This design comes from an exercise in tuning for small area, a short achievable clock period and few clock cycles per item on the open sky130 flow, not from production work.
In this exercise RTL edits were held to simulation tests only and were not proved equivalent to the original.
Power figures rest on the tool's default switching activity, not on a simulated workload.

<file path="flow/design.v">
package idct_pkg;
	typedef logic signed [15:0] sample_t;    
	typedef logic signed [15:0] coeff_t;     
	typedef logic signed [39:0] acc_t;
	typedef logic [7:0]         pixel_t;
	typedef logic [17:0] sram_addr_t;
	typedef logic [15:0] sram_data_t;
	typedef logic [5:0] mat_idx_t;           
	typedef logic [4:0] blk_row_t;
	typedef logic [5:0] blk_col_t;
	typedef enum logic [2:0] {
		CTRL_IDLE,
		CTRL_FETCH,
		CTRL_PASS1,
		CTRL_PASS2,
		CTRL_DRAIN,
		CTRL_DONE
	} ctrl_state_t;
	typedef enum logic [1:0] {
		IO_IDLE,
		IO_READ,
		IO_WRITE
	} io_state_t;
endpackage
`timescale 1ns/1ns
module idct_tstore #(
	parameter int L = 3                   
) (
	input  logic            CLOCK_50_I,
	input  logic [7:0]      we,           
	input  logic [7:0][3:0] wd,           
	input  logic            hi_col,       
	output logic [7:0][3:0] rd            
);
	function automatic int port_slot(input int r, input int c);
		port_slot = (58 - L + 8 * (c % 4 - r) + ((c >= 4) ? 4 : 0) + 64) % 32;
	endfunction
	logic [7:0][31:0][3:0] ring;          
	always_ff @(posedge CLOCK_50_I) begin
		for (int r = 0; r < 8; r++) begin
			for (int s = 0; s < 32; s++) begin
				ring[r][s] <= ring[r][(s + 1) % 32];
				for (int c = 0; c < 8; c++) begin
					if (we[r] && port_slot(r, c) == s) begin
						ring[r][s] <= wd[c];
					end
				end
			end
		end
	end
	always_comb begin
		for (int r = 0; r < 8; r++) begin
			rd[r] = hi_col ? ring[r][4] : ring[r][0];
		end
	end
endmodule
`timescale 1ns/1ns
module idct_ds (
	input  logic       CLOCK_50_I,
	input  logic [2:0] ph2,          
	input  logic [3:0] x0,
	input  logic [3:0] x1,
	input  logic [3:0] x2,
	input  logic [3:0] x3,
	input  logic [3:0] x4,
	input  logic [3:0] x5,
	input  logic [3:0] x6,
	input  logic [3:0] x7,
	output logic [3:0] y0,
	output logic [3:0] y1,
	output logic [3:0] y2,
	output logic [3:0] y3,
	output logic [3:0] y4,
	output logic [3:0] y5,
	output logic [3:0] y6,
	output logic [3:0] y7
);
	localparam int LAT = 3;
	logic [2:0] q0;
	assign q0 = ph2;
	logic [2:0] q1;
	logic [2:0] q2;
	logic [2:0] q3;
	logic p0_last;
	logic p1_last;
	logic p2_last;
	logic p0_ge1;
	logic p0_ge2;
	logic p0_ge3;
	logic p1_ge1;
	logic p1_ge2;
	logic p1_ge3;
	logic p2_ge1;
	logic p2_ge2;
	logic p2_ge3;
	logic [3:0] d0_r1;
	logic [3:0] d0_r2;
	logic [3:0] d0_r3;
	logic [3:0] d1_r1;
	logic [3:0] d1_r2;
	logic [3:0] d1_r3;
	logic [3:0] d2_r1;
	logic [3:0] d2_r2;
	logic [3:0] d2_r3;
	logic [3:0] d3_r1;
	logic [3:0] d3_r2;
	logic [3:0] d3_r3;
	logic [3:0] a0_r1;
	logic [3:0] a1_r1;
	logic [3:0] b0_r1;
	logic [3:0] b0_r2;
	logic [3:0] b0_r3;
	logic [3:0] b0_r4;
	logic [3:0] b1_r1;
	logic [3:0] b1_r2;
	logic [3:0] b1_r3;
	logic [3:0] b1_r4;
	logic [3:0] u0_r1;
	logic [3:0] u0_r2;
	logic [3:0] u4_r1;
	logic [3:0] u4_r2;
	logic [3:0] t0_r1;
	logic [3:0] t0_r2;
	logic [3:0] t0_r3;
	logic [3:0] t4_r1;
	logic [3:0] t4_r2;
	logic [3:0] t4_r3;
	logic [3:0] t0d_r1;
	logic [3:0] t0d_r2;
	logic [3:0] t0d_r3;
	logic [3:0] t0d_r4;
	logic [3:0] t0d_r5;
	logic [3:0] t1d_r1;
	logic [3:0] t1d_r2;
	logic [3:0] t1d_r3;
	logic [3:0] t1d_r4;
	logic [3:0] t1d_r5;
	logic [3:0] t2d_r1;
	logic [3:0] t2d_r2;
	logic [3:0] t2d_r3;
	logic [3:0] t2d_r4;
	logic [3:0] t2d_r5;
	logic [3:0] t3d_r1;
	logic [3:0] t3d_r2;
	logic [3:0] t3d_r3;
	logic [3:0] t3d_r4;
	logic [3:0] t3d_r5;
	logic [3:0] y0_1_r1;
	logic [3:0] y0_2_r1;
	logic [3:0] y4_3_r1;
	logic [3:0] y4_4_r1;
	logic [3:0] y2_7_r1;
	logic [3:0] y2_9_r1;
	logic [3:0] y2_10_r1;
	logic [3:0] y2_11_r1;
	logic [3:0] y6_13_r1;
	logic [3:0] y6_16_r1;
	logic [3:0] y6_17_r1;
	logic [3:0] y6_18_r1;
	logic [3:0] m399_0_20_r1;
	logic [3:0] m2008_0_23_r1;
	logic [3:0] m1702_0_25_r1;
	logic [3:0] m399_1_28_r1;
	logic [3:0] m2008_1_31_r1;
	logic [3:0] m1702_1_33_r1;
	logic [3:0] m399_2_36_r1;
	logic [3:0] m2008_2_39_r1;
	logic [3:0] m1702_2_41_r1;
	logic [3:0] m399_3_44_r1;
	logic [3:0] m2008_3_47_r1;
	logic [3:0] m1702_3_49_r1;
	logic [3:0] y1_51_r1;
	logic [3:0] y1_53_r1;
	logic [3:0] y3_54_r1;
	logic [3:0] y3_56_r1;
	logic [3:0] y5_57_r1;
	logic [3:0] y5_59_r1;
	logic [3:0] y7_60_r1;
	logic [3:0] y7_62_r1;
	logic [3:0] u0_r1_m1_1;
	assign u0_r1_m1_1 = u0_r1 & {4{p1_ge1}};
	logic [3:0] u4_r1_m1_1;
	assign u4_r1_m1_1 = u4_r1 & {4{p1_ge1}};
	logic [3:0] d0_r1_m0_1;
	assign d0_r1_m0_1 = d0_r1 & {4{p0_ge1}};
	logic [3:0] d1_r1_m0_1;
	assign d1_r1_m0_1 = d1_r1 & {4{p0_ge1}};
	logic [3:0] d2_r1_m0_1;
	assign d2_r1_m0_1 = d2_r1 & {4{p0_ge1}};
	logic [3:0] d3_r1_m0_1;
	assign d3_r1_m0_1 = d3_r1 & {4{p0_ge1}};
	logic [3:0] t0_r2_m1_2;
	assign t0_r2_m1_2 = t0_r2 & {4{p1_ge2}};
	logic [3:0] t0_r3_m1_3;
	assign t0_r3_m1_3 = t0_r3 & {4{p1_ge3}};
	logic [3:0] u0_r2_m1_2;
	assign u0_r2_m1_2 = u0_r2 & {4{p1_ge2}};
	logic [3:0] t0_r1_m1_1;
	assign t0_r1_m1_1 = t0_r1 & {4{p1_ge1}};
	logic [3:0] t0_r2_m2_1;
	assign t0_r2_m2_1 = t0_r2 & {4{p2_ge1}};
	logic [3:0] t4_r2_m1_2;
	assign t4_r2_m1_2 = t4_r2 & {4{p1_ge2}};
	logic [3:0] t4_r3_m1_3;
	assign t4_r3_m1_3 = t4_r3 & {4{p1_ge3}};
	logic [3:0] u4_r2_m1_2;
	assign u4_r2_m1_2 = u4_r2 & {4{p1_ge2}};
	logic [3:0] t4_r1_m1_1;
	assign t4_r1_m1_1 = t4_r1 & {4{p1_ge1}};
	logic [3:0] t4_r2_m2_1;
	assign t4_r2_m2_1 = t4_r2 & {4{p2_ge1}};
	logic [3:0] b0_r2_m0_2;
	assign b0_r2_m0_2 = b0_r2 & {4{p0_ge2}};
	logic [3:0] b0_r3_m0_3;
	assign b0_r3_m0_3 = b0_r3 & {4{p0_ge3}};
	logic [3:0] b0_r1_m0_1;
	assign b0_r1_m0_1 = b0_r1 & {4{p0_ge1}};
	logic [3:0] b0_r3_m1_2;
	assign b0_r3_m1_2 = b0_r3 & {4{p1_ge2}};
	logic [3:0] b0_r4_m1_3;
	assign b0_r4_m1_3 = b0_r4 & {4{p1_ge3}};
	logic [3:0] b0_r2_m1_1;
	assign b0_r2_m1_1 = b0_r2 & {4{p1_ge1}};
	logic [3:0] b1_r2_m0_2;
	assign b1_r2_m0_2 = b1_r2 & {4{p0_ge2}};
	logic [3:0] b1_r3_m0_3;
	assign b1_r3_m0_3 = b1_r3 & {4{p0_ge3}};
	logic [3:0] b1_r1_m0_1;
	assign b1_r1_m0_1 = b1_r1 & {4{p0_ge1}};
	logic [3:0] b1_r3_m1_2;
	assign b1_r3_m1_2 = b1_r3 & {4{p1_ge2}};
	logic [3:0] b1_r2_m1_1;
	assign b1_r2_m1_1 = b1_r2 & {4{p1_ge1}};
	logic [3:0] b1_r4_m1_3;
	assign b1_r4_m1_3 = b1_r4 & {4{p1_ge3}};
	logic [3:0] t0d_r1_m0_1;
	assign t0d_r1_m0_1 = t0d_r1 & {4{p0_ge1}};
	logic [3:0] t0d_r2_m0_2;
	assign t0d_r2_m0_2 = t0d_r2 & {4{p0_ge2}};
	logic [3:0] t0d_r2_m1_1;
	assign t0d_r2_m1_1 = t0d_r2 & {4{p1_ge1}};
	logic [3:0] t0d_r3_m1_2;
	assign t0d_r3_m1_2 = t0d_r3 & {4{p1_ge2}};
	logic [3:0] t0d_r4_m1_3;
	assign t0d_r4_m1_3 = t0d_r4 & {4{p1_ge3}};
	logic [3:0] t0d_r4_m2_2;
	assign t0d_r4_m2_2 = t0d_r4 & {4{p2_ge2}};
	logic [3:0] t0d_r5_m2_3;
	assign t0d_r5_m2_3 = t0d_r5 & {4{p2_ge3}};
	logic [3:0] d0_r2_m0_2;
	assign d0_r2_m0_2 = d0_r2 & {4{p0_ge2}};
	logic [3:0] d0_r3_m0_3;
	assign d0_r3_m0_3 = d0_r3 & {4{p0_ge3}};
	logic [3:0] t0d_r3_m0_3;
	assign t0d_r3_m0_3 = t0d_r3 & {4{p0_ge3}};
	logic [3:0] t1d_r1_m0_1;
	assign t1d_r1_m0_1 = t1d_r1 & {4{p0_ge1}};
	logic [3:0] t1d_r2_m0_2;
	assign t1d_r2_m0_2 = t1d_r2 & {4{p0_ge2}};
	logic [3:0] t1d_r2_m1_1;
	assign t1d_r2_m1_1 = t1d_r2 & {4{p1_ge1}};
	logic [3:0] t1d_r3_m1_2;
	assign t1d_r3_m1_2 = t1d_r3 & {4{p1_ge2}};
	logic [3:0] t1d_r4_m1_3;
	assign t1d_r4_m1_3 = t1d_r4 & {4{p1_ge3}};
	logic [3:0] t1d_r4_m2_2;
	assign t1d_r4_m2_2 = t1d_r4 & {4{p2_ge2}};
	logic [3:0] t1d_r5_m2_3;
	assign t1d_r5_m2_3 = t1d_r5 & {4{p2_ge3}};
	logic [3:0] d1_r2_m0_2;
	assign d1_r2_m0_2 = d1_r2 & {4{p0_ge2}};
	logic [3:0] d1_r3_m0_3;
	assign d1_r3_m0_3 = d1_r3 & {4{p0_ge3}};
	logic [3:0] t1d_r3_m0_3;
	assign t1d_r3_m0_3 = t1d_r3 & {4{p0_ge3}};
	logic [3:0] t2d_r1_m0_1;
	assign t2d_r1_m0_1 = t2d_r1 & {4{p0_ge1}};
	logic [3:0] t2d_r2_m0_2;
	assign t2d_r2_m0_2 = t2d_r2 & {4{p0_ge2}};
	logic [3:0] t2d_r2_m1_1;
	assign t2d_r2_m1_1 = t2d_r2 & {4{p1_ge1}};
	logic [3:0] t2d_r3_m1_2;
	assign t2d_r3_m1_2 = t2d_r3 & {4{p1_ge2}};
	logic [3:0] t2d_r4_m1_3;
	assign t2d_r4_m1_3 = t2d_r4 & {4{p1_ge3}};
	logic [3:0] t2d_r4_m2_2;
	assign t2d_r4_m2_2 = t2d_r4 & {4{p2_ge2}};
	logic [3:0] t2d_r5_m2_3;
	assign t2d_r5_m2_3 = t2d_r5 & {4{p2_ge3}};
	logic [3:0] d2_r2_m0_2;
	assign d2_r2_m0_2 = d2_r2 & {4{p0_ge2}};
	logic [3:0] d2_r3_m0_3;
	assign d2_r3_m0_3 = d2_r3 & {4{p0_ge3}};
	logic [3:0] t2d_r3_m0_3;
	assign t2d_r3_m0_3 = t2d_r3 & {4{p0_ge3}};
	logic [3:0] t3d_r1_m0_1;
	assign t3d_r1_m0_1 = t3d_r1 & {4{p0_ge1}};
	logic [3:0] t3d_r2_m0_2;
	assign t3d_r2_m0_2 = t3d_r2 & {4{p0_ge2}};
	logic [3:0] t3d_r2_m1_1;
	assign t3d_r2_m1_1 = t3d_r2 & {4{p1_ge1}};
	logic [3:0] t3d_r3_m1_2;
	assign t3d_r3_m1_2 = t3d_r3 & {4{p1_ge2}};
	logic [3:0] t3d_r4_m1_3;
	assign t3d_r4_m1_3 = t3d_r4 & {4{p1_ge3}};
	logic [3:0] t3d_r4_m2_2;
	assign t3d_r4_m2_2 = t3d_r4 & {4{p2_ge2}};
	logic [3:0] t3d_r5_m2_3;
	assign t3d_r5_m2_3 = t3d_r5 & {4{p2_ge3}};
	logic [3:0] d3_r2_m0_2;
	assign d3_r2_m0_2 = d3_r2 & {4{p0_ge2}};
	logic [3:0] d3_r3_m0_3;
	assign d3_r3_m0_3 = d3_r3 & {4{p0_ge3}};
	logic [3:0] t3d_r3_m0_3;
	assign t3d_r3_m0_3 = t3d_r3 & {4{p0_ge3}};
	logic [3:0] e0;
	logic e0_c, e0_co;
	idct_dsadd e0_u (.a(x0), .b(x7), .ci(e0_c), .s(e0), .co(e0_co));
	logic [3:0] e1;
	logic e1_c, e1_co;
	idct_dsadd e1_u (.a(x1), .b(x6), .ci(e1_c), .s(e1), .co(e1_co));
	logic [3:0] e2;
	logic e2_c, e2_co;
	idct_dsadd e2_u (.a(x2), .b(x5), .ci(e2_c), .s(e2), .co(e2_co));
	logic [3:0] e3;
	logic e3_c, e3_co;
	idct_dsadd e3_u (.a(x3), .b(x4), .ci(e3_c), .s(e3), .co(e3_co));
	logic [3:0] d0;
	logic d0_c, d0_co;
	idct_dsadd d0_u (.a(x0), .b(~x7), .ci(d0_c), .s(d0), .co(d0_co));
	logic [3:0] d1;
	logic d1_c, d1_co;
	idct_dsadd d1_u (.a(x1), .b(~x6), .ci(d1_c), .s(d1), .co(d1_co));
	logic [3:0] d2;
	logic d2_c, d2_co;
	idct_dsadd d2_u (.a(x2), .b(~x5), .ci(d2_c), .s(d2), .co(d2_co));
	logic [3:0] d3;
	logic d3_c, d3_co;
	idct_dsadd d3_u (.a(x3), .b(~x4), .ci(d3_c), .s(d3), .co(d3_co));
	logic [3:0] a0;
	logic a0_c, a0_co;
	idct_dsadd a0_u (.a(e0), .b(e3), .ci(a0_c), .s(a0), .co(a0_co));
	logic [3:0] a1;
	logic a1_c, a1_co;
	idct_dsadd a1_u (.a(e1), .b(e2), .ci(a1_c), .s(a1), .co(a1_co));
	logic [3:0] b0;
	logic b0_c, b0_co;
	idct_dsadd b0_u (.a(e0), .b(~e3), .ci(b0_c), .s(b0), .co(b0_co));
	logic [3:0] b1;
	logic b1_c, b1_co;
	idct_dsadd b1_u (.a(e1), .b(~e2), .ci(b1_c), .s(b1), .co(b1_co));
	logic [3:0] u0;
	logic u0_c, u0_co;
	idct_dsadd u0_u (.a(a0_r1), .b(a1_r1), .ci(u0_c), .s(u0), .co(u0_co));
	logic [3:0] u4;
	logic u4_c, u4_co;
	idct_dsadd u4_u (.a(a0_r1), .b(~a1_r1), .ci(u4_c), .s(u4), .co(u4_co));
	logic [3:0] t0;
	logic t0_c, t0_co;
	idct_dsadd t0_u (.a(u0), .b({u0[2:0], u0_r1_m1_1[3:3]}), .ci(t0_c), .s(t0), .co(t0_co));
	logic [3:0] t4;
	logic t4_c, t4_co;
	idct_dsadd t4_u (.a(u4), .b({u4[2:0], u4_r1_m1_1[3:3]}), .ci(t4_c), .s(t4), .co(t4_co));
	logic [3:0] t0d;
	logic t0d_c, t0d_co;
	idct_dsadd t0d_u (.a(d0), .b({d0[2:0], d0_r1_m0_1[3:3]}), .ci(t0d_c), .s(t0d), .co(t0d_co));
	logic [3:0] t1d;
	logic t1d_c, t1d_co;
	idct_dsadd t1d_u (.a(d1), .b({d1[2:0], d1_r1_m0_1[3:3]}), .ci(t1d_c), .s(t1d), .co(t1d_co));
	logic [3:0] t2d;
	logic t2d_c, t2d_co;
	idct_dsadd t2d_u (.a(d2), .b({d2[2:0], d2_r1_m0_1[3:3]}), .ci(t2d_c), .s(t2d), .co(t2d_co));
	logic [3:0] t3d;
	logic t3d_c, t3d_co;
	idct_dsadd t3d_u (.a(d3), .b({d3[2:0], d3_r1_m0_1[3:3]}), .ci(t3d_c), .s(t3d), .co(t3d_co));
	logic [3:0] y0_1;
	logic y0_1_c, y0_1_co;
	idct_dsadd y0_1_u (.a({t0_r2_m1_2[2:0], t0_r3_m1_3[3:3]}), .b(~{u0_r1_m1_1[1:0], u0_r2_m1_2[3:2]}), .ci(y0_1_c), .s(y0_1), .co(y0_1_co));
	logic [3:0] y0_2;
	logic y0_2_c, y0_2_co;
	idct_dsadd y0_2_u (.a(y0_1_r1), .b(~{t0_r1[0:0], t0_r2_m2_1[3:1]}), .ci(y0_2_c), .s(y0_2), .co(y0_2_co));
	logic [3:0] y4_3;
	logic y4_3_c, y4_3_co;
	idct_dsadd y4_3_u (.a({t4_r2_m1_2[2:0], t4_r3_m1_3[3:3]}), .b(~{u4_r1_m1_1[1:0], u4_r2_m1_2[3:2]}), .ci(y4_3_c), .s(y4_3), .co(y4_3_co));
	logic [3:0] y4_4;
	logic y4_4_c, y4_4_co;
	idct_dsadd y4_4_u (.a(y4_3_r1), .b(~{t4_r1[0:0], t4_r2_m2_1[3:1]}), .ci(y4_4_c), .s(y4_4), .co(y4_4_co));
	logic [3:0] y2_5;
	logic y2_5_c, y2_5_co;
	idct_dsadd y2_5_u (.a({b0_r3_m1_2[0:0], b0_r4_m1_3[3:1]}), .b({b0_r1[1:0], b0_r2_m1_1[3:2]}), .ci(y2_5_c), .s(y2_5), .co(y2_5_co));
	logic [3:0] y2_6;
	logic y2_6_c, y2_6_co;
	idct_dsadd y2_6_u (.a({b1_r2_m0_2[1:0], b1_r3_m0_3[3:2]}), .b(b1_r1_m0_1), .ci(y2_6_c), .s(y2_6), .co(y2_6_co));
	logic [3:0] y2_7;
	logic y2_7_c, y2_7_co;
	idct_dsadd y2_7_u (.a(y2_6), .b(~{b0_r1_m0_1[0:0], b0_r2_m0_2[3:1]}), .ci(y2_7_c), .s(y2_7), .co(y2_7_co));
	logic [3:0] y2_8;
	logic y2_8_c, y2_8_co;
	idct_dsadd y2_8_u (.a(y2_7_r1), .b(~{b0_r2_m1_1[2:0], b0_r3_m1_2[3:3]}), .ci(y2_8_c), .s(y2_8), .co(y2_8_co));
	logic [3:0] y2_9;
	logic y2_9_c, y2_9_co;
	idct_dsadd y2_9_u (.a(b1_r3_m1_2), .b(b1_r1), .ci(y2_9_c), .s(y2_9), .co(y2_9_co));
	logic [3:0] y2_10;
	logic y2_10_c, y2_10_co;
	idct_dsadd y2_10_u (.a(y2_5), .b(y2_8), .ci(y2_10_c), .s(y2_10), .co(y2_10_co));
	logic [3:0] y2_11;
	logic y2_11_c, y2_11_co;
	idct_dsadd y2_11_u (.a(y2_10_r1), .b(~y2_9_r1), .ci(y2_11_c), .s(y2_11), .co(y2_11_co));
	logic [3:0] y6_12;
	logic y6_12_c, y6_12_co;
	idct_dsadd y6_12_u (.a({b0_r2_m0_2[1:0], b0_r3_m0_3[3:2]}), .b(b0_r1_m0_1), .ci(y6_12_c), .s(y6_12), .co(y6_12_co));
	logic [3:0] y6_13;
	logic y6_13_c, y6_13_co;
	idct_dsadd y6_13_u (.a(y6_12), .b({b1_r1_m0_1[0:0], b1_r2_m0_2[3:1]}), .ci(y6_13_c), .s(y6_13), .co(y6_13_co));
	logic [3:0] y6_14;
	logic y6_14_c, y6_14_co;
	idct_dsadd y6_14_u (.a({b1_r2_m1_1[2:0], b1_r3_m1_2[3:3]}), .b(y6_13_r1), .ci(y6_14_c), .s(y6_14), .co(y6_14_co));
	logic [3:0] y6_15;
	logic y6_15_c, y6_15_co;
	idct_dsadd y6_15_u (.a(b0_r3_m1_2), .b(b0_r1), .ci(y6_15_c), .s(y6_15), .co(y6_15_co));
	logic [3:0] y6_16;
	logic y6_16_c, y6_16_co;
	idct_dsadd y6_16_u (.a({b1_r3_m1_2[0:0], b1_r4_m1_3[3:1]}), .b({b1_r1[1:0], b1_r2_m1_1[3:2]}), .ci(y6_16_c), .s(y6_16), .co(y6_16_co));
	logic [3:0] y6_17;
	logic y6_17_c, y6_17_co;
	idct_dsadd y6_17_u (.a(y6_14), .b(~y6_15), .ci(y6_17_c), .s(y6_17), .co(y6_17_co));
	logic [3:0] y6_18;
	logic y6_18_c, y6_18_co;
	idct_dsadd y6_18_u (.a(y6_17_r1), .b(~y6_16_r1), .ci(y6_18_c), .s(y6_18), .co(y6_18_co));
	logic [3:0] m399_0_19;
	logic m399_0_19_c, m399_0_19_co;
	idct_dsadd m399_0_19_u (.a({t0d_r2_m1_1[0:0], t0d_r3_m1_2[3:1]}), .b({t0d_r1[1:0], t0d_r2_m1_1[3:2]}), .ci(m399_0_19_c), .s(m399_0_19), .co(m399_0_19_co));
	logic [3:0] m399_0_20;
	logic m399_0_20_c, m399_0_20_co;
	idct_dsadd m399_0_20_u (.a(t0d_r1), .b(m399_0_19), .ci(m399_0_20_c), .s(m399_0_20), .co(m399_0_20_co));
	logic [3:0] m1137_0_21;
	logic m1137_0_21_c, m1137_0_21_co;
	idct_dsadd m1137_0_21_u (.a({t0d_r4_m2_2[2:0], t0d_r5_m2_3[3:3]}), .b(~m399_0_20_r1), .ci(m1137_0_21_c), .s(m1137_0_21), .co(m1137_0_21_co));
	logic [3:0] m2008_0_22;
	logic m2008_0_22_c, m2008_0_22_co;
	idct_dsadd m2008_0_22_u (.a({d0_r2_m0_2[0:0], d0_r3_m0_3[3:1]}), .b(~{d0_r1_m0_1[2:0], d0_r2_m0_2[3:3]}), .ci(m2008_0_22_c), .s(m2008_0_22), .co(m2008_0_22_co));
	logic [3:0] m2008_0_23;
	logic m2008_0_23_c, m2008_0_23_co;
	idct_dsadd m2008_0_23_u (.a(m2008_0_22), .b(~{d0[0:0], d0_r1_m0_1[3:1]}), .ci(m2008_0_23_c), .s(m2008_0_23), .co(m2008_0_23_co));
	logic [3:0] m1702_0_24;
	logic m1702_0_24_c, m1702_0_24_co;
	idct_dsadd m1702_0_24_u (.a({d0_r1_m0_1[1:0], d0_r2_m0_2[3:2]}), .b({t0d_r2_m0_2[2:0], t0d_r3_m0_3[3:3]}), .ci(m1702_0_24_c), .s(m1702_0_24), .co(m1702_0_24_co));
	logic [3:0] m1702_0_25;
	logic m1702_0_25_c, m1702_0_25_co;
	idct_dsadd m1702_0_25_u (.a(m1702_0_24), .b({t0d_r1_m0_1[2:0], t0d_r2_m0_2[3:3]}), .ci(m1702_0_25_c), .s(m1702_0_25), .co(m1702_0_25_co));
	logic [3:0] m1702_0_26;
	logic m1702_0_26_c, m1702_0_26_co;
	idct_dsadd m1702_0_26_u (.a({t0d_r1[2:0], t0d_r2_m1_1[3:3]}), .b(m1702_0_25_r1), .ci(m1702_0_26_c), .s(m1702_0_26), .co(m1702_0_26_co));
	logic [3:0] m399_1_27;
	logic m399_1_27_c, m399_1_27_co;
	idct_dsadd m399_1_27_u (.a({t1d_r2_m1_1[0:0], t1d_r3_m1_2[3:1]}), .b({t1d_r1[1:0], t1d_r2_m1_1[3:2]}), .ci(m399_1_27_c), .s(m399_1_27), .co(m399_1_27_co));
	logic [3:0] m399_1_28;
	logic m399_1_28_c, m399_1_28_co;
	idct_dsadd m399_1_28_u (.a(t1d_r1), .b(m399_1_27), .ci(m399_1_28_c), .s(m399_1_28), .co(m399_1_28_co));
	logic [3:0] m1137_1_29;
	logic m1137_1_29_c, m1137_1_29_co;
	idct_dsadd m1137_1_29_u (.a({t1d_r4_m2_2[2:0], t1d_r5_m2_3[3:3]}), .b(~m399_1_28_r1), .ci(m1137_1_29_c), .s(m1137_1_29), .co(m1137_1_29_co));
	logic [3:0] m2008_1_30;
	logic m2008_1_30_c, m2008_1_30_co;
	idct_dsadd m2008_1_30_u (.a({d1_r2_m0_2[0:0], d1_r3_m0_3[3:1]}), .b(~{d1_r1_m0_1[2:0], d1_r2_m0_2[3:3]}), .ci(m2008_1_30_c), .s(m2008_1_30), .co(m2008_1_30_co));
	logic [3:0] m2008_1_31;
	logic m2008_1_31_c, m2008_1_31_co;
	idct_dsadd m2008_1_31_u (.a(m2008_1_30), .b(~{d1[0:0], d1_r1_m0_1[3:1]}), .ci(m2008_1_31_c), .s(m2008_1_31), .co(m2008_1_31_co));
	logic [3:0] m1702_1_32;
	logic m1702_1_32_c, m1702_1_32_co;
	idct_dsadd m1702_1_32_u (.a({d1_r1_m0_1[1:0], d1_r2_m0_2[3:2]}), .b({t1d_r2_m0_2[2:0], t1d_r3_m0_3[3:3]}), .ci(m1702_1_32_c), .s(m1702_1_32), .co(m1702_1_32_co));
	logic [3:0] m1702_1_33;
	logic m1702_1_33_c, m1702_1_33_co;
	idct_dsadd m1702_1_33_u (.a(m1702_1_32), .b({t1d_r1_m0_1[2:0], t1d_r2_m0_2[3:3]}), .ci(m1702_1_33_c), .s(m1702_1_33), .co(m1702_1_33_co));
	logic [3:0] m1702_1_34;
	logic m1702_1_34_c, m1702_1_34_co;
	idct_dsadd m1702_1_34_u (.a({t1d_r1[2:0], t1d_r2_m1_1[3:3]}), .b(m1702_1_33_r1), .ci(m1702_1_34_c), .s(m1702_1_34), .co(m1702_1_34_co));
	logic [3:0] m399_2_35;
	logic m399_2_35_c, m399_2_35_co;
	idct_dsadd m399_2_35_u (.a({t2d_r2_m1_1[0:0], t2d_r3_m1_2[3:1]}), .b({t2d_r1[1:0], t2d_r2_m1_1[3:2]}), .ci(m399_2_35_c), .s(m399_2_35), .co(m399_2_35_co));
	logic [3:0] m399_2_36;
	logic m399_2_36_c, m399_2_36_co;
	idct_dsadd m399_2_36_u (.a(t2d_r1), .b(m399_2_35), .ci(m399_2_36_c), .s(m399_2_36), .co(m399_2_36_co));
	logic [3:0] m1137_2_37;
	logic m1137_2_37_c, m1137_2_37_co;
	idct_dsadd m1137_2_37_u (.a({t2d_r4_m2_2[2:0], t2d_r5_m2_3[3:3]}), .b(~m399_2_36_r1), .ci(m1137_2_37_c), .s(m1137_2_37), .co(m1137_2_37_co));
	logic [3:0] m2008_2_38;
	logic m2008_2_38_c, m2008_2_38_co;
	idct_dsadd m2008_2_38_u (.a({d2_r2_m0_2[0:0], d2_r3_m0_3[3:1]}), .b(~{d2_r1_m0_1[2:0], d2_r2_m0_2[3:3]}), .ci(m2008_2_38_c), .s(m2008_2_38), .co(m2008_2_38_co));
	logic [3:0] m2008_2_39;
	logic m2008_2_39_c, m2008_2_39_co;
	idct_dsadd m2008_2_39_u (.a(m2008_2_38), .b(~{d2[0:0], d2_r1_m0_1[3:1]}), .ci(m2008_2_39_c), .s(m2008_2_39), .co(m2008_2_39_co));
	logic [3:0] m1702_2_40;
	logic m1702_2_40_c, m1702_2_40_co;
	idct_dsadd m1702_2_40_u (.a({d2_r1_m0_1[1:0], d2_r2_m0_2[3:2]}), .b({t2d_r2_m0_2[2:0], t2d_r3_m0_3[3:3]}), .ci(m1702_2_40_c), .s(m1702_2_40), .co(m1702_2_40_co));
	logic [3:0] m1702_2_41;
	logic m1702_2_41_c, m1702_2_41_co;
	idct_dsadd m1702_2_41_u (.a(m1702_2_40), .b({t2d_r1_m0_1[2:0], t2d_r2_m0_2[3:3]}), .ci(m1702_2_41_c), .s(m1702_2_41), .co(m1702_2_41_co));
	logic [3:0] m1702_2_42;
	logic m1702_2_42_c, m1702_2_42_co;
	idct_dsadd m1702_2_42_u (.a({t2d_r1[2:0], t2d_r2_m1_1[3:3]}), .b(m1702_2_41_r1), .ci(m1702_2_42_c), .s(m1702_2_42), .co(m1702_2_42_co));
	logic [3:0] m399_3_43;
	logic m399_3_43_c, m399_3_43_co;
	idct_dsadd m399_3_43_u (.a({t3d_r2_m1_1[0:0], t3d_r3_m1_2[3:1]}), .b({t3d_r1[1:0], t3d_r2_m1_1[3:2]}), .ci(m399_3_43_c), .s(m399_3_43), .co(m399_3_43_co));
	logic [3:0] m399_3_44;
	logic m399_3_44_c, m399_3_44_co;
	idct_dsadd m399_3_44_u (.a(t3d_r1), .b(m399_3_43), .ci(m399_3_44_c), .s(m399_3_44), .co(m399_3_44_co));
	logic [3:0] m1137_3_45;
	logic m1137_3_45_c, m1137_3_45_co;
	idct_dsadd m1137_3_45_u (.a({t3d_r4_m2_2[2:0], t3d_r5_m2_3[3:3]}), .b(~m399_3_44_r1), .ci(m1137_3_45_c), .s(m1137_3_45), .co(m1137_3_45_co));
	logic [3:0] m2008_3_46;
	logic m2008_3_46_c, m2008_3_46_co;
	idct_dsadd m2008_3_46_u (.a({d3_r2_m0_2[0:0], d3_r3_m0_3[3:1]}), .b(~{d3_r1_m0_1[2:0], d3_r2_m0_2[3:3]}), .ci(m2008_3_46_c), .s(m2008_3_46), .co(m2008_3_46_co));
	logic [3:0] m2008_3_47;
	logic m2008_3_47_c, m2008_3_47_co;
	idct_dsadd m2008_3_47_u (.a(m2008_3_46), .b(~{d3[0:0], d3_r1_m0_1[3:1]}), .ci(m2008_3_47_c), .s(m2008_3_47), .co(m2008_3_47_co));
	logic [3:0] m1702_3_48;
	logic m1702_3_48_c, m1702_3_48_co;
	idct_dsadd m1702_3_48_u (.a({d3_r1_m0_1[1:0], d3_r2_m0_2[3:2]}), .b({t3d_r2_m0_2[2:0], t3d_r3_m0_3[3:3]}), .ci(m1702_3_48_c), .s(m1702_3_48), .co(m1702_3_48_co));
	logic [3:0] m1702_3_49;
	logic m1702_3_49_c, m1702_3_49_co;
	idct_dsadd m1702_3_49_u (.a(m1702_3_48), .b({t3d_r1_m0_1[2:0], t3d_r2_m0_2[3:3]}), .ci(m1702_3_49_c), .s(m1702_3_49), .co(m1702_3_49_co));
	logic [3:0] m1702_3_50;
	logic m1702_3_50_c, m1702_3_50_co;
	idct_dsadd m1702_3_50_u (.a({t3d_r1[2:0], t3d_r2_m1_1[3:3]}), .b(m1702_3_49_r1), .ci(m1702_3_50_c), .s(m1702_3_50), .co(m1702_3_50_co));
	logic [3:0] y1_51;
	logic y1_51_c, y1_51_co;
	idct_dsadd y1_51_u (.a(m2008_0_23_r1), .b(m1702_1_34), .ci(y1_51_c), .s(y1_51), .co(y1_51_co));
	logic [3:0] y1_52;
	logic y1_52_c, y1_52_co;
	idct_dsadd y1_52_u (.a(m399_3_44_r1), .b(y1_51_r1), .ci(y1_52_c), .s(y1_52), .co(y1_52_co));
	logic [3:0] y1_53;
	logic y1_53_c, y1_53_co;
	idct_dsadd y1_53_u (.a(m1137_2_37), .b(y1_52), .ci(y1_53_c), .s(y1_53), .co(y1_53_co));
	logic [3:0] y3_54;
	logic y3_54_c, y3_54_co;
	idct_dsadd y3_54_u (.a(m1702_0_26), .b(~m2008_2_39_r1), .ci(y3_54_c), .s(y3_54), .co(y3_54_co));
	logic [3:0] y3_55;
	logic y3_55_c, y3_55_co;
	idct_dsadd y3_55_u (.a(y3_54_r1), .b(~m399_1_28_r1), .ci(y3_55_c), .s(y3_55), .co(y3_55_co));
	logic [3:0] y3_56;
	logic y3_56_c, y3_56_co;
	idct_dsadd y3_56_u (.a(y3_55), .b(~m1137_3_45), .ci(y3_56_c), .s(y3_56), .co(y3_56_co));
	logic [3:0] y5_57;
	logic y5_57_c, y5_57_co;
	idct_dsadd y5_57_u (.a(m1702_3_50), .b(~m2008_1_31_r1), .ci(y5_57_c), .s(y5_57), .co(y5_57_co));
	logic [3:0] y5_58;
	logic y5_58_c, y5_58_co;
	idct_dsadd y5_58_u (.a(m399_2_36_r1), .b(y5_57_r1), .ci(y5_58_c), .s(y5_58), .co(y5_58_co));
	logic [3:0] y5_59;
	logic y5_59_c, y5_59_co;
	idct_dsadd y5_59_u (.a(m1137_0_21), .b(y5_58), .ci(y5_59_c), .s(y5_59), .co(y5_59_co));
	logic [3:0] y7_60;
	logic y7_60_c, y7_60_co;
	idct_dsadd y7_60_u (.a(m1702_2_42), .b(~m2008_3_47_r1), .ci(y7_60_c), .s(y7_60), .co(y7_60_co));
	logic [3:0] y7_61;
	logic y7_61_c, y7_61_co;
	idct_dsadd y7_61_u (.a(m399_0_20_r1), .b(y7_60_r1), .ci(y7_61_c), .s(y7_61), .co(y7_61_co));
	logic [3:0] y7_62;
	logic y7_62_c, y7_62_co;
	idct_dsadd y7_62_u (.a(y7_61), .b(~m1137_1_29), .ci(y7_62_c), .s(y7_62), .co(y7_62_co));
	assign y0 = y0_2_r1;
	assign y1 = y1_53_r1;
	assign y2 = y2_11_r1;
	assign y3 = y3_56_r1;
	assign y4 = y4_4_r1;
	assign y5 = y5_59_r1;
	assign y6 = y6_18_r1;
	assign y7 = y7_62_r1;
	always_ff @(posedge CLOCK_50_I) begin
		q1 <= q0;
		q2 <= q1;
		q3 <= q2;
		p0_last <= (q0 == 3'd0);
		p1_last <= (q1 == 3'd0);
		p2_last <= (q2 == 3'd0);
		p0_ge1 <= (q1 >= 3'd1);
		p0_ge2 <= (q1 >= 3'd2);
		p0_ge3 <= (q1 >= 3'd3);
		p1_ge1 <= (q2 >= 3'd1);
		p1_ge2 <= (q2 >= 3'd2);
		p1_ge3 <= (q2 >= 3'd3);
		p2_ge1 <= (q3 >= 3'd1);
		p2_ge2 <= (q3 >= 3'd2);
		p2_ge3 <= (q3 >= 3'd3);
		e0_c <= p0_last ? 1'b0 : e0_co;
		e1_c <= p0_last ? 1'b0 : e1_co;
		e2_c <= p0_last ? 1'b0 : e2_co;
		e3_c <= p0_last ? 1'b0 : e3_co;
		d0_c <= p0_last ? 1'b1 : d0_co;
		d1_c <= p0_last ? 1'b1 : d1_co;
		d2_c <= p0_last ? 1'b1 : d2_co;
		d3_c <= p0_last ? 1'b1 : d3_co;
		a0_c <= p0_last ? 1'b0 : a0_co;
		a1_c <= p0_last ? 1'b0 : a1_co;
		b0_c <= p0_last ? 1'b1 : b0_co;
		b1_c <= p0_last ? 1'b1 : b1_co;
		u0_c <= p1_last ? 1'b0 : u0_co;
		u4_c <= p1_last ? 1'b1 : u4_co;
		t0_c <= p1_last ? 1'b0 : t0_co;
		t4_c <= p1_last ? 1'b0 : t4_co;
		t0d_c <= p0_last ? 1'b0 : t0d_co;
		t1d_c <= p0_last ? 1'b0 : t1d_co;
		t2d_c <= p0_last ? 1'b0 : t2d_co;
		t3d_c <= p0_last ? 1'b0 : t3d_co;
		y0_1_c <= p1_last ? 1'b1 : y0_1_co;
		y0_2_c <= p2_last ? 1'b1 : y0_2_co;
		y4_3_c <= p1_last ? 1'b1 : y4_3_co;
		y4_4_c <= p2_last ? 1'b1 : y4_4_co;
		y2_5_c <= p1_last ? 1'b0 : y2_5_co;
		y2_6_c <= p0_last ? 1'b0 : y2_6_co;
		y2_7_c <= p0_last ? 1'b1 : y2_7_co;
		y2_8_c <= p1_last ? 1'b1 : y2_8_co;
		y2_9_c <= p1_last ? 1'b0 : y2_9_co;
		y2_10_c <= p1_last ? 1'b0 : y2_10_co;
		y2_11_c <= p2_last ? 1'b1 : y2_11_co;
		y6_12_c <= p0_last ? 1'b0 : y6_12_co;
		y6_13_c <= p0_last ? 1'b0 : y6_13_co;
		y6_14_c <= p1_last ? 1'b0 : y6_14_co;
		y6_15_c <= p1_last ? 1'b0 : y6_15_co;
		y6_16_c <= p1_last ? 1'b0 : y6_16_co;
		y6_17_c <= p1_last ? 1'b1 : y6_17_co;
		y6_18_c <= p2_last ? 1'b1 : y6_18_co;
		m399_0_19_c <= p1_last ? 1'b0 : m399_0_19_co;
		m399_0_20_c <= p1_last ? 1'b0 : m399_0_20_co;
		m1137_0_21_c <= p2_last ? 1'b1 : m1137_0_21_co;
		m2008_0_22_c <= p0_last ? 1'b1 : m2008_0_22_co;
		m2008_0_23_c <= p0_last ? 1'b1 : m2008_0_23_co;
		m1702_0_24_c <= p0_last ? 1'b0 : m1702_0_24_co;
		m1702_0_25_c <= p0_last ? 1'b0 : m1702_0_25_co;
		m1702_0_26_c <= p1_last ? 1'b0 : m1702_0_26_co;
		m399_1_27_c <= p1_last ? 1'b0 : m399_1_27_co;
		m399_1_28_c <= p1_last ? 1'b0 : m399_1_28_co;
		m1137_1_29_c <= p2_last ? 1'b1 : m1137_1_29_co;
		m2008_1_30_c <= p0_last ? 1'b1 : m2008_1_30_co;
		m2008_1_31_c <= p0_last ? 1'b1 : m2008_1_31_co;
		m1702_1_32_c <= p0_last ? 1'b0 : m1702_1_32_co;
		m1702_1_33_c <= p0_last ? 1'b0 : m1702_1_33_co;
		m1702_1_34_c <= p1_last ? 1'b0 : m1702_1_34_co;
		m399_2_35_c <= p1_last ? 1'b0 : m399_2_35_co;
		m399_2_36_c <= p1_last ? 1'b0 : m399_2_36_co;
		m1137_2_37_c <= p2_last ? 1'b1 : m1137_2_37_co;
		m2008_2_38_c <= p0_last ? 1'b1 : m2008_2_38_co;
		m2008_2_39_c <= p0_last ? 1'b1 : m2008_2_39_co;
		m1702_2_40_c <= p0_last ? 1'b0 : m1702_2_40_co;
		m1702_2_41_c <= p0_last ? 1'b0 : m1702_2_41_co;
		m1702_2_42_c <= p1_last ? 1'b0 : m1702_2_42_co;
		m399_3_43_c <= p1_last ? 1'b0 : m399_3_43_co;
		m399_3_44_c <= p1_last ? 1'b0 : m399_3_44_co;
		m1137_3_45_c <= p2_last ? 1'b1 : m1137_3_45_co;
		m2008_3_46_c <= p0_last ? 1'b1 : m2008_3_46_co;
		m2008_3_47_c <= p0_last ? 1'b1 : m2008_3_47_co;
		m1702_3_48_c <= p0_last ? 1'b0 : m1702_3_48_co;
		m1702_3_49_c <= p0_last ? 1'b0 : m1702_3_49_co;
		m1702_3_50_c <= p1_last ? 1'b0 : m1702_3_50_co;
		y1_51_c <= p1_last ? 1'b0 : y1_51_co;
		y1_52_c <= p2_last ? 1'b0 : y1_52_co;
		y1_53_c <= p2_last ? 1'b0 : y1_53_co;
		y3_54_c <= p1_last ? 1'b1 : y3_54_co;
		y3_55_c <= p2_last ? 1'b1 : y3_55_co;
		y3_56_c <= p2_last ? 1'b1 : y3_56_co;
		y5_57_c <= p1_last ? 1'b1 : y5_57_co;
		y5_58_c <= p2_last ? 1'b0 : y5_58_co;
		y5_59_c <= p2_last ? 1'b0 : y5_59_co;
		y7_60_c <= p1_last ? 1'b1 : y7_60_co;
		y7_61_c <= p2_last ? 1'b0 : y7_61_co;
		y7_62_c <= p2_last ? 1'b1 : y7_62_co;
		d0_r1 <= d0;
		d0_r2 <= d0_r1;
		d0_r3 <= d0_r2;
		d1_r1 <= d1;
		d1_r2 <= d1_r1;
		d1_r3 <= d1_r2;
		d2_r1 <= d2;
		d2_r2 <= d2_r1;
		d2_r3 <= d2_r2;
		d3_r1 <= d3;
		d3_r2 <= d3_r1;
		d3_r3 <= d3_r2;
		a0_r1 <= a0;
		a1_r1 <= a1;
		b0_r1 <= b0;
		b0_r2 <= b0_r1;
		b0_r3 <= b0_r2;
		b0_r4 <= b0_r3;
		b1_r1 <= b1;
		b1_r2 <= b1_r1;
		b1_r3 <= b1_r2;
		b1_r4 <= b1_r3;
		u0_r1 <= u0;
		u0_r2 <= u0_r1;
		u4_r1 <= u4;
		u4_r2 <= u4_r1;
		t0_r1 <= t0;
		t0_r2 <= t0_r1;
		t0_r3 <= t0_r2;
		t4_r1 <= t4;
		t4_r2 <= t4_r1;
		t4_r3 <= t4_r2;
		t0d_r1 <= t0d;
		t0d_r2 <= t0d_r1;
		t0d_r3 <= t0d_r2;
		t0d_r4 <= t0d_r3;
		t0d_r5 <= t0d_r4;
		t1d_r1 <= t1d;
		t1d_r2 <= t1d_r1;
		t1d_r3 <= t1d_r2;
		t1d_r4 <= t1d_r3;
		t1d_r5 <= t1d_r4;
		t2d_r1 <= t2d;
		t2d_r2 <= t2d_r1;
		t2d_r3 <= t2d_r2;
		t2d_r4 <= t2d_r3;
		t2d_r5 <= t2d_r4;
		t3d_r1 <= t3d;
		t3d_r2 <= t3d_r1;
		t3d_r3 <= t3d_r2;
		t3d_r4 <= t3d_r3;
		t3d_r5 <= t3d_r4;
		y0_1_r1 <= y0_1;
		y0_2_r1 <= y0_2;
		y4_3_r1 <= y4_3;
		y4_4_r1 <= y4_4;
		y2_7_r1 <= y2_7;
		y2_9_r1 <= y2_9;
		y2_10_r1 <= y2_10;
		y2_11_r1 <= y2_11;
		y6_13_r1 <= y6_13;
		y6_16_r1 <= y6_16;
		y6_17_r1 <= y6_17;
		y6_18_r1 <= y6_18;
		m399_0_20_r1 <= m399_0_20;
		m2008_0_23_r1 <= m2008_0_23;
		m1702_0_25_r1 <= m1702_0_25;
		m399_1_28_r1 <= m399_1_28;
		m2008_1_31_r1 <= m2008_1_31;
		m1702_1_33_r1 <= m1702_1_33;
		m399_2_36_r1 <= m399_2_36;
		m2008_2_39_r1 <= m2008_2_39;
		m1702_2_41_r1 <= m1702_2_41;
		m399_3_44_r1 <= m399_3_44;
		m2008_3_47_r1 <= m2008_3_47;
		m1702_3_49_r1 <= m1702_3_49;
		y1_51_r1 <= y1_51;
		y1_53_r1 <= y1_53;
		y3_54_r1 <= y3_54;
		y3_56_r1 <= y3_56;
		y5_57_r1 <= y5_57;
		y5_59_r1 <= y5_59;
		y7_60_r1 <= y7_60;
		y7_62_r1 <= y7_62;
	end
endmodule
module idct_dsadd (
	input  logic [3:0] a,
	input  logic [3:0] b,
	input  logic       ci,
	output logic [3:0] s,
	output logic       co
);
	logic [4:0] c;
	assign c[0] = ci;
	for (genvar i = 0; i < 4; i++) begin : g_fa
		assign s[i]   = ~(a[i] ^ b[i] ^ ~c[i]);
		assign c[i+1] = ~((~a[i] & ~b[i]) | (~c[i] & (~a[i] | ~b[i])));
	end
	assign co = c[4];
endmodule
`timescale 1ns/1ns
module idct_top (
	input  logic                 CLOCK_50_I,
	input  logic                 resetn,
	input  logic                 start,
	input  idct_pkg::blk_row_t   block_row,
	input  idct_pkg::blk_col_t   block_col,
	output logic                 busy,
	output logic                 done,
	input  idct_pkg::sram_data_t sram_read_data,
	output idct_pkg::sram_data_t sram_write_data,
	output idct_pkg::sram_addr_t sram_address,
	output logic                 sram_we_n
);
	localparam int L       = 3;               
	localparam int DONE_TC = 146 + L;
	localparam int WR0     = 89 + L;          
	localparam int PIX0    = 81 + L;          
	logic [7:0] tc;
	logic [7:0] ac;                           
	logic [7:0] wc;                           
	logic       accept;
	logic       run;                          
	logic       idle_i;                       
	logic       busy_n;
	logic       we_q;                         
	assign accept    = start && idle_i;
	assign run       = !idle_i && !accept;
	assign busy_n    = accept || (!idle_i && tc != 8'(DONE_TC - 1));
	assign sram_we_n = !we_q;
	always_ff @(posedge CLOCK_50_I or negedge resetn) begin
		if (!resetn) begin
			busy   <= 1'b0;
			idle_i <= 1'b1;
			done   <= 1'b0;
			tc     <= '0;
			ac     <= '0;
			wc     <= '0;
		end else begin
			busy   <= busy_n;
			idle_i <= !busy_n;
			done   <= !accept && !idle_i && tc == 8'(DONE_TC - 1);
			if (accept) begin
				tc  <= 8'd1;
				ac  <= 8'd1;
				wc  <= 8'(1 - 88 - L);
			end else if (!idle_i) begin
				tc  <= tc + 8'd1;
				ac  <= ac + 8'd1;
				wc  <= wc + 8'd1;
			end
		end
	end
	logic [4:0]  rq;
	logic [5:0]  kq;
	logic [13:0] mpos;                        
	logic        rd_a, wr_a;                  
	logic [2:0]  k_a;                         
	logic        rd_first;                    
	logic        rd_second;                   
	logic [13:0] mpos_in;                     
	logic        rd1;
	logic [2:0]  c1;
	logic [15:0] hi;
	logic        wr_load;                     
	logic [2:0]  wr_i;
	logic [1:0]  wr_w;
	assign mpos    = {1'b0, rq, 8'd0} + {3'b0, rq, kq};
	assign mpos_in = {1'b0, block_row, 8'd0} + {3'b0, block_row, block_col};
	assign rd_a = (ac < 8'd64);
	assign wr_a = (wc < 8'd64) && !wc[3];
	assign k_a  = rd_a ? ac[5:3] : wc[2:0];
	always_ff @(posedge CLOCK_50_I or negedge resetn) begin
		if (!resetn) begin
			wr_load  <= 1'b0;
			we_q     <= 1'b0;
			rd_first  <= 1'b0;
			rd_second <= 1'b0;
		end else begin
			wr_load  <= run && wr_a;
			we_q     <= wr_load && !idle_i;
			rd_first  <= accept;
			rd_second <= rd_first;
		end
	end
	always_ff @(posedge CLOCK_50_I) begin
		rq   <= block_row;
		kq   <= block_col;
		rd1  <= rd_a;
		c1   <= ac[2:0];
		wr_i <= wc[2:0];
		wr_w <= wc[5:4];
		hi   <= {2'b0, mpos} + {10'd0, k_a, 3'd0} + {8'd0, k_a, 5'd0} + (rd_a ? 16'd9600 : 16'd0);
		if (rd_first) begin
			sram_address <= {15'(mpos_in) + 15'd9600, 3'd0};
		end else if (rd_second) begin
			sram_address <= {15'(mpos) + 15'd9600, 3'd1};
		end else if (rd1) begin
			sram_address <= {hi[14:0], c1};
		end else begin
			sram_address <= {hi, wr_w};
		end
	end
	logic [10:0][15:0] sr;                    
	logic [2:0]  ph2;                         
	logic [2:0]  dk;                          
	logic        pass2_ld;
	logic [7:0][3:0] sdig;
	logic [7:0][3:0] tdig;
	logic [7:0][3:0] tring;
	logic [7:0][3:0] xr;
	logic [2:0]  rd_col;
	logic        byp;                         
	logic [7:0][3:0] y;                       
	assign sr[0] = sram_read_data;
	assign ph2   = (tc < 8'd72) ? tc[2:0] + 3'd6 : tc[2:0];
	always_ff @(posedge CLOCK_50_I) begin
		dk       <= ph2;
		pass2_ld <= (tc >= 8'd72);
		rd_col   <= tc[5:3] - 3'd1;              
		byp      <= (tc >= 8'd72) && (tc <= 8'd75);
	end
	always_comb begin
		tdig    = tring;
		if (byp) begin
			tdig[7] = y[0];
		end
	end
	always_comb begin
		for (int n = 0; n < 8; n++) begin
			case (dk[1:0])
				2'd0:    sdig[n] = sr[7 - n][3:0];
				2'd1:    sdig[n] = sr[8 - n][7:4];
				2'd2:    sdig[n] = sr[9 - n][11:8];
				default: sdig[n] = sr[10 - n][15:12];
			endcase
		end
	end
	always_ff @(posedge CLOCK_50_I) begin
		sr[1] <= sram_read_data;
		for (int p = 2; p < 11; p++) begin
			sr[p] <= sr[p - 1];
		end
		for (int n = 0; n < 8; n++) begin
			if (dk[2]) begin
				xr[n] <= {4{xr[n][3]}};       
			end else if (pass2_ld) begin
				xr[n] <= tdig[n];
			end else begin
				xr[n] <= sdig[n];
			end
		end
	end
	idct_ds u_ds (
		.CLOCK_50_I(CLOCK_50_I), .ph2(ph2),
		.x0(xr[0]), .x1(xr[1]), .x2(xr[2]), .x3(xr[3]),
		.x4(xr[4]), .x5(xr[5]), .x6(xr[6]), .x7(xr[7]),
		.y0(y[0]), .y1(y[1]), .y2(y[2]), .y3(y[3]),
		.y4(y[4]), .y5(y[5]), .y6(y[6]), .y7(y[7])
	);
	logic [7:0] tz;                           
	logic [7:0] t_we;
	assign tz = tc - 8'(13 + L);
	always_ff @(posedge CLOCK_50_I) begin
		for (int r = 0; r < 8; r++) begin
			t_we[r] <= run && (tc >= 8'(13 + L)) && (tz < 8'd64) && (tz[5:3] == 3'(r)) && !tz[2];
		end
	end
	idct_tstore #(.L(L)) u_t (
		.CLOCK_50_I(CLOCK_50_I), .we(t_we), .wd(y), .hi_col(rd_col[2]), .rd(tring)
	);
	logic [7:0][3:0] yd1, yd2, yd3;
	logic [7:0][7:0] pix;
	logic [7:0][7:0] pa, pb;
	logic [7:0] pz;
	logic       pa_en, pb_en;
	assign pz = tc - 8'(PIX0 - 1);
	always_ff @(posedge CLOCK_50_I) begin
		pa_en <= (tc >= 8'(PIX0 - 1)) && (pz < 8'd64) && (pz[3:0] == 4'd0);
		pb_en <= (tc >= 8'(PIX0 - 1)) && (pz < 8'd64) && (pz[3:0] == 4'd8);
	end
	always_comb begin
		for (int i = 0; i < 8; i++) begin
			if (y[i][3]) begin
				pix[i] = 8'd0;
			end else if ((|y[i][2:0]) || (|yd1[i])) begin
				pix[i] = 8'd255;
			end else begin
				pix[i] = {yd2[i], yd3[i]};
			end
		end
	end
	always_ff @(posedge CLOCK_50_I) begin
		for (int i = 0; i < 8; i++) begin
			yd1[i] <= y[i];
			yd2[i] <= yd1[i];
			yd3[i] <= yd2[i];
			pa[i] <= pa_en ? pix[i] : pa[(i + 1) % 8];
			pb[i] <= pb_en ? pix[i] : pb[(i + 1) % 8];
		end
		sram_write_data <= {pa[1], (wr_i == 3'd0) ? pix[0] : pb[1]};
	end
endmodule
</file>
<file path="flow/flow/run.sh">
#!/bin/bash
set -euo pipefail
bash standard.sh SETUP_SLACK_MARGIN=6.2 finish > flow_make.log 2>&1
</file>
<file path="flow/standard.sh">
#!/bin/bash
# synth_recipe.tcl (not shown) runs the flow's synth.tcl, then flattens the netlist and writes it again
# the make line also repeats each setting of config.mk as NAME=value (left out here)
make -C /OpenROAD-flow-scripts/flow DESIGN_CONFIG=/design/flow/config.mk WORK_HOME=/design/flow/orfs CLKGATE_MAP_FILE= SYNTH_SCRIPT=/design/flow/synth_recipe.tcl "${@:-finish}"
</file>
<file path="flow/config.mk">
export PLATFORM = sky130hd
export DESIGN_NAME = idct_top
export DESIGN_NICKNAME = idct_top
export VERILOG_FILES = /design/flow/design.v
export SDC_FILE = /design/flow/constraint.sdc
export NUM_CORES = 4
export LEC_CHECK = 0
export ABC_CLOCK_PERIOD_IN_PS = 3500
export CAP_MARGIN = 20
export CORE_MARGIN = 2
export CORE_UTILIZATION = 65
export CTS_CLUSTER_DIAMETER = 100
export CTS_CLUSTER_SIZE = 30
export GPL_TIMING_DRIVEN = 1
export PLACE_DENSITY = 0.8
export SETUP_SLACK_MARGIN = 5
export SLEW_MARGIN = 20
</file>
<file path="flow/constraint.sdc">
create_clock -name core_clock -period 9.0 [get_ports {CLOCK_50_I}]
set_input_delay 1.8000 -clock core_clock [delete_from_list [all_inputs] [get_ports {CLOCK_50_I}]]
set_output_delay 1.8000 -clock core_clock [all_outputs]
set_load 0.01 [all_outputs]
</file>
==> impl_metrics.toml, run 1 <==
[timing]
min_period_ns = 3.01
maxSlewViolCount = 0
tightest_slew_ns = 1.14
fmax_mhz = 333
hold_slack_ns = 0.322
finalSetupViolCount = 0
hold_viol_final = 0
rsz0062_at_grt = "true"
slew_headroom_pct = 23.7
fin_worst_skew_ns = 0.0233
setup_tns_ns = 0
timing.final.crit_share_pct = 33.4

[pwr]
cellLeakagePower_uw = 0.0272
power_switching_uw = 6710
p_seq_share_pct = 51.5
pwr_density_cell_nw_per_um2 = 328
intPower_uw = 14300
power_frac_clock_pct = 19.2
swShare_pct = 32.0
ir_worst_vdd_v = 0.000210
comb_power_share_pct = 29.3

[synth]
synth_warnings = 3
synth_edf_count = 8
yosysTopAreaCellShare_pct = 65.4
ys_seq_area_share_pct = 67.2
synth_fp_nets = 4522
yosys.area.top_type = "dfxtp_1"
async_flop_share_pct = 1.60
synth_seq_cells = 1941
synth_area_leaders = "dfxtp_1 (65%), fa_1 (11%), mux2_2 (7.7%), inv_1 (3.3%), dfrtp_1 (1.3%)"
synth_cells = 4123
ys.flop_type = "dfxtp_1"
avgSynthCellArea_um2 = 14.1
synth_cell_type_count = 54
synthesis.area_um2 = 58200

[finish]
final_nets = 4645
drive_gt1_share_pct = 25.9
layout_commonest_cell = "dfxtp_1"
final_cell_mix = "dfxtp_1 (1,838), inv_1 (405), mux2_2 (397)"
postLayoutCellArea_um2 = 63900
area_delta_synth_final_pct = 9.77
finalNonFillerCells = 5428

[status]
status = "finished clean"

[detailed_routing]
first_iter_violations = 1548
route.vias.total = 27347
via_per_inst = 5.04
drt-met1-wl_um = 47900
route.met3.wl_um = 4420
top_layer = "met4"
ant_nets = 0
wl_um = 109000
drc = 0
wl_per_cell_um = 20.0
firstDrtPassIters = 5
wl_met2_um = 52600

[worst_setup_path]
cp_slowest_cell = "fa_2"
cp_common_cell = "fa_2"
cp.required_ns = 9.53
cp_slowest_stage_delay_ns = 0.55
worstSetupPathType = "reg2reg"
cp_cell_sequence = "buf_4, and2_4, fa_2, fa_2, inv_1, fa_2, fa_2, inv_2, fa_2"
worst_ep_arrival_time_ns = 3.54
cp-end-kind = "register"
crit_path_start_kind = "register"
crit_fanout = 4

[place]
port_buffers = 66
place_area_um2 = 60300
dpl.hpwl_um = 70100
globalplace.congestion = 0.830
placed_cells = 5254

[global_route]
grt.total_usage_pct = 24.0
grt_pass1_wl_um = 165000
grt_max_degree = 65
grt_pass1_vias = 29082
overflow = 0
antenna_found_initial = 7

[clocking]
htreeDepth = 3
clk_pin_slew_ns = 0.11
clk_latency_ns = 0.67
cts_root_buf = "clkbuf_16"
cts_buffers = 74
cts_tree = "yes"
clock_sinks = 1941
ctsLongestPathBuffers = 3
cts_hold_buffers = 0

[min_path]
hold_class = "reg2reg"

[job]
drv_cap = 0

[floorplan]
start_util_pct = 65.7
pin_count = 67
die_w_um = 303
dieArea_um2 = 91900
core_um2 = 88500
rows = 109
die_h_um = 303
-- cell type report --
| type | count | area, um^2 |
|---|---|---|
| tap | 1165 | 1460 |
| inverter | 510 | 1930 |
| timing repair buffer | 167 | 1640 |
| multi-input combinational | 1552 | 17600 |
| antenna | 2 | 5.00 |
| clock inverter | 7 | 130 |
| fill | 5408 | 24600 |
| sequential | 1941 | 39200 |
| clock buffer | 84 | 1920 |
-- metal layers --
layer | track usage, % | vias to the layer above
met5 | 0 | -
met4 | 8.30 | 0
met3 | 3.61 | 167
met2 | 40.3 | 457
met1 | 32.2 | 13681
li1 | - | 13042
-- synth_stat cells (25+ instances only) --
| master | number |
|---|---|
| a21oi_1 | 95 |
| and2_1 | 94 |
| buf_1 | 31 |
| clkbuf_1 | 78 |
| dfrtp_1 | 30 |
| dfxtp_1 | 1902 |
| fa_1 | 333 |
| ha_1 | 36 |
| inv_1 | 510 |
| mux2_2 | 399 |
| mux2i_1 | 54 |
| mux4_2 | 32 |
| nand2_1 | 152 |
| nand3_1 | 25 |
| nor2_1 | 64 |
| nor2b_1 | 34 |
| o21ai_0 | 79 |
| or2_2 | 28 |
-- through the flow --
step | total power, uW | util (%) | setup WS [ns]
2_1_floorplan | 14400 | - | 5.46
5_1_grt | 22400 | 72.2 | 5.95
3_5_place_dp | 16500 | 68.2 | 4.66
4_1_cts | 20800 | 71.6 | 5.96
3_3_place_gp | 16200 | 68.2 | 4.67
6_report | 21000 | 72.2 | 5.99
-- power groups by stage --
stage	Sequential (uW)	Clock, uW	Combinational, uW
6_report	10800	4020	6140
3_3_place_gp	10900	0	5240
4_1_cts	10800	4080	5920
5_1_grt	10900	4370	7080
3_5_place_dp	11000	0	5580
2_1_floorplan	10500	0	3830
-- final timing paths --
check / slack (ns) / depth (start not counted) / startpoint / endpoint
hold reg to reg: 0.32 / 0 / u_t.ring[550] / u_t.ring[546]
min in group asynchronous: 1.52 / 2 / resetn / tc[5]
hold / removal: 0.32 / 0 / u_t.ring[550] / u_t.ring[546]
setup reg to reg: 5.99 / 9 / u_ds.p1_ge1 / u_ds.y5_57_r1[3]
setup / recovery: 5.99 / 9 / u_ds.p1_ge1 / u_ds.y5_57_r1[3]
max in group asynchronous: 7.16 / 2 / resetn / idle_i
-- critical path: cells and delay by family, from the launching register on --
kind | cells | cell delay [ns]
adder cells (fa/ha/maj) | 5 | 2.05
buffers and inverters | 3 | 0.27
flip-flops | 1 | 0.40
AND/OR/NAND/NOR | 1 | 0.14
-- repair_timing --
item | 4_1_cts | 5_1_grt
endpoints found under the setup margin | 127 | 108
cloned | 3 | 0
buffers inserted | 59 | 19
pin swaps | 91 | 112
resized for setup | 388 | 151
-- flip-flops by register name (all words and copies together) (netlist names), 18 cells and up --
| signal | count |
|---|---|
| sram_address | 18 |
| u_t.ring | 1024 |
| sr | 136 |
| yd1 | 32 |
| xr | 32 |
| pa | 64 |
| yd2 | 32 |
| pb | 64 |
| yd3 | 32 |
-- kinds of logic (layout without fill, tap and decap cells) --
kind of cell,after synthesis,count (layout),share of synthesized area (%)
DFF,1941,1941,67.2
buffers and inverters,630,768,4.09
muxes,485,485,9.89
and+or+nand+nor,458,458,4.18
adders and majority gates,369,369,12.2
AOI/OAI and AO/OA,213,213,2.03
xor gates and xnor gates,27,27,0.406
other,0,2,0
Testbench counts, summed over its fixed seeds: cycles 19,072, blocks 128.
==> inputs of run 2 (changes only) <==
--- a/flow/config.mk
+++ b/flow/config.mk
@@ -13,3 +13,2 @@
 export CTS_CLUSTER_SIZE = 30
-export GPL_TIMING_DRIVEN = 1
 export PLACE_DENSITY = 0.8
==> run 2 against run 1 <==
Against the previous run:
- power did not move
- synthesized cell count did not move
- cell count did not move
- combinational power barely moved
- core utilization did not move
- first-iteration DRC count did not move
- sequential power barely moved
- die area did not move
- largest cell class unchanged
==> impl_metrics.toml, run 2 <==
[place]
dpl.hpwl_um = 70100
place_area_um2 = 60300
globalplace.congestion = 0.830
dp_slack_ns = 4.66
port_buffers = 66

[worst_setup_path]
cp_slowest_stage_delay_ns = 0.55
cp-end-kind = "register"
cp.required_ns = 9.53
cp_slowest_cell = "fa_2"
crit_fanout = 4
worstSetupPathType = "reg2reg"
worst_ep_arrival_time_ns = 3.54
cp_common_cell = "fa_2"
crit_path_start_kind = "register"
timing.critical_path.buf_inv = 3
cp_cell_sequence = "buf_4, and2_4, fa_2, fa_2, inv_1, fa_2, fa_2, inv_2, fa_2"
cp_top_family = "adder cells"

[finish]
final_nets = 4645
drive_gt1_share_pct = 25.9
regMostFlops = "u_t.ring"
largest_register_ffs = 1024
area_delta_synth_final_pct = 9.77
final_cell_mix = "dfxtp_1 (1,838), inv_1 (405), mux2_2 (397)"
postLayoutCellArea_um2 = 63900
layout_commonest_cell = "dfxtp_1"
reg_top3 = "u_t.ring: 1024 flops, sr: 136 flops"

[timing]
maxSlewViolCount = 0
timing.final.crit_share_pct = 33.4
hold_slack_ns = 0.322
min_period_ns = 3.01
setup_tns_ns = 0
tightest_slew_ns = 1.14
worst_slack_ns = 5.99
rsz0062_at_grt = "true"
slew_headroom_pct = 23.7
finalSetupViolCount = 0
fmax_mhz = 333
fin_worst_skew_ns = 0.0233
hold_viol_final = 0

[clocking]
htreeDepth = 3
ctsLongestPathBuffers = 3
cts_root_buf = "clkbuf_16"
cts_tree = "yes"
clk_pin_slew_ns = 0.11
cts_hold_buffers = 0
clk_latency_ns = 0.67
clock_sinks = 1941
cts_buffers = 74

[synth]
yosys.area.top_type = "dfxtp_1"
synth_common_cells = "dfxtp_1 (1,902), inv_1 (510), mux2_2 (399), fa_1 (333), nand2_1 (152)"
synth_cells = 4123
synth_edf_count = 8
avgSynthCellArea_um2 = 14.1
synth_warnings = 3
synthesis.area_um2 = 58200
yosysMostFrequentCell = "dfxtp_1"
synth_fp_nets = 4522
synth_seq_cells = 1941
synth_area_leaders = "dfxtp_1 (65%), fa_1 (11%), mux2_2 (7.7%), inv_1 (3.3%), dfrtp_1 (1.3%)"
ys_seq_area_share_pct = 67.2
yosysTopAreaCellShare_pct = 65.4
synth_cell_type_count = 54
async_flop_share_pct = 1.60
ys.flop_type = "dfxtp_1"

[status]
status = "finished clean"

[pwr]
cellLeakagePower_uw = 0.0272
finalPower_uw = 21000
pwr_density_cell_nw_per_um2 = 328
ir_worst_vdd_v = 0.000210

[global_route]
grt_pass1_vias = 29082
grt_max_degree = 65
overflow = 0
grt_pass1_wl_um = 165000
antenna_found_initial = 7
grt.total_usage_pct = 24.0

[floorplan]
core_um2 = 88500
die_h_um = 303
die_w_um = 303
start_util_pct = 65.7
dieArea_um2 = 91900
rows = 109
pin_count = 67

[detailed_routing]
wl_per_cell_um = 20.0
drc = 0
wl_um = 109000
via_per_inst = 5.04
first_iter_violations = 1548
ant_nets = 0
route.vias.total = 27347
firstDrtPassIters = 5

[min_path]
hold_class = "reg2reg"

[job]
drv_cap = 0
run 2: cell counts in the layout (fill, tap and decap cells not counted):
Identical to the previous run, type by type.
run 2: path summary, 6_finish.rpt:
path / startpoint / endpoint / slack, ns / depth (start not counted)
max: u_ds.p1_ge1 / u_ds.y5_57_r1[3] / 5.99 / 9
min: u_t.ring[550] / u_t.ring[546] / 0.32 / 0
max reg2reg: u_ds.p1_ge1 / u_ds.y5_57_r1[3] / 5.99 / 9
min reg2reg: u_t.ring[550] / u_t.ring[546] / 0.32 / 0
max in group asynchronous: resetn / idle_i / 7.16 / 2
min in group asynchronous: resetn / tc[5] / 1.52 / 2
run 2: timing repair:
item | CTS | global route
setup buffers | 59 | 19
gates cloned | 3 | 0
resized for setup | 388 | 151
setup endpoints to repair | 127 | 108
pin swaps | 91 | 112
run 2: cells by family after synthesis:
logic type / share of synthesized area (%)
compound gates: 2.03
mux: 9.89
xor+xnor: 0.406
simple gates: 4.18
flops: 67.2
fa+ha+maj: 12.2
buf+inv: 4.09
run 2: per-stage QoR:
step	std cells	util (%)
2_1_floorplan	4123	-
3_3_place_gp	5254	68.2
3_5_place_dp	5254	68.2
4_1_cts	5407	71.6
5_1_grt	5427	72.2
6_report	5428	72.2
run 2: cell type report:
cell class / instances / area [um^2]
antenna: 2 / 5.00
clock buffer: 84 / 1920
clock inverter: 7 / 130
fill: 5408 / 24600
inverter: 510 / 1930
multi-input combinational: 1552 / 17600
sequential: 1941 / 39200
tap: 1165 / 1460
timing repair buffer: 167 / 1640
run 2: power breakdown:
group	total [uW]	switching [uW]	internal, uW
Combinational	6140	3290	2850
Sequential	10800	956	9840
Clock	4020	2460	1560
Total	21000	6710	14300
run 2: metal layers:
layer | up-vias | GRT usage [%] | wire [um]
met5 | - | 0 | 0
met4 | 0 | 8.30 | 3770
met1 | 13681 | 32.2 | 47900
met2 | 457 | 40.3 | 52600
li1 | 13042 | - | -
met3 | 167 | 3.61 | 4420

separate check: timing with driven ports:
How much do the figures lean on ideal ports? The routed layouts below were timed once more, with nothing changed but the port constraints.
Step 1 sets driving cells, clkbuf_16 on the clock port and buf_2 on the other inputs (assumed; they add their load-dependent delay and slew).
Step 2 adds t to the input delays and takes it off the output delays; t is the mean of the earliest and latest rising clock arrival at the registers after step 1. Input paths then give back, and output paths get back, about the clock's delay inside the block.
a / b / c = ideal ports / drivers / drivers and shift; a / b = the first two.
run | shift t [ns] | slack for setup (ns) | worst setup path at the end | clock arrival spread, ns | worst register clock-pin slew, ns
run 1 | 0.720 | 5.994 / 5.945 / 5.409 | input to register | 0.027 / 0.027 | 0.12 / 0.12
run 2 | 0.720 | 5.994 / 5.945 / 5.409 | input to register | 0.027 / 0.027 | 0.12 / 0.12
After both steps setup and hold are still met in every run listed.
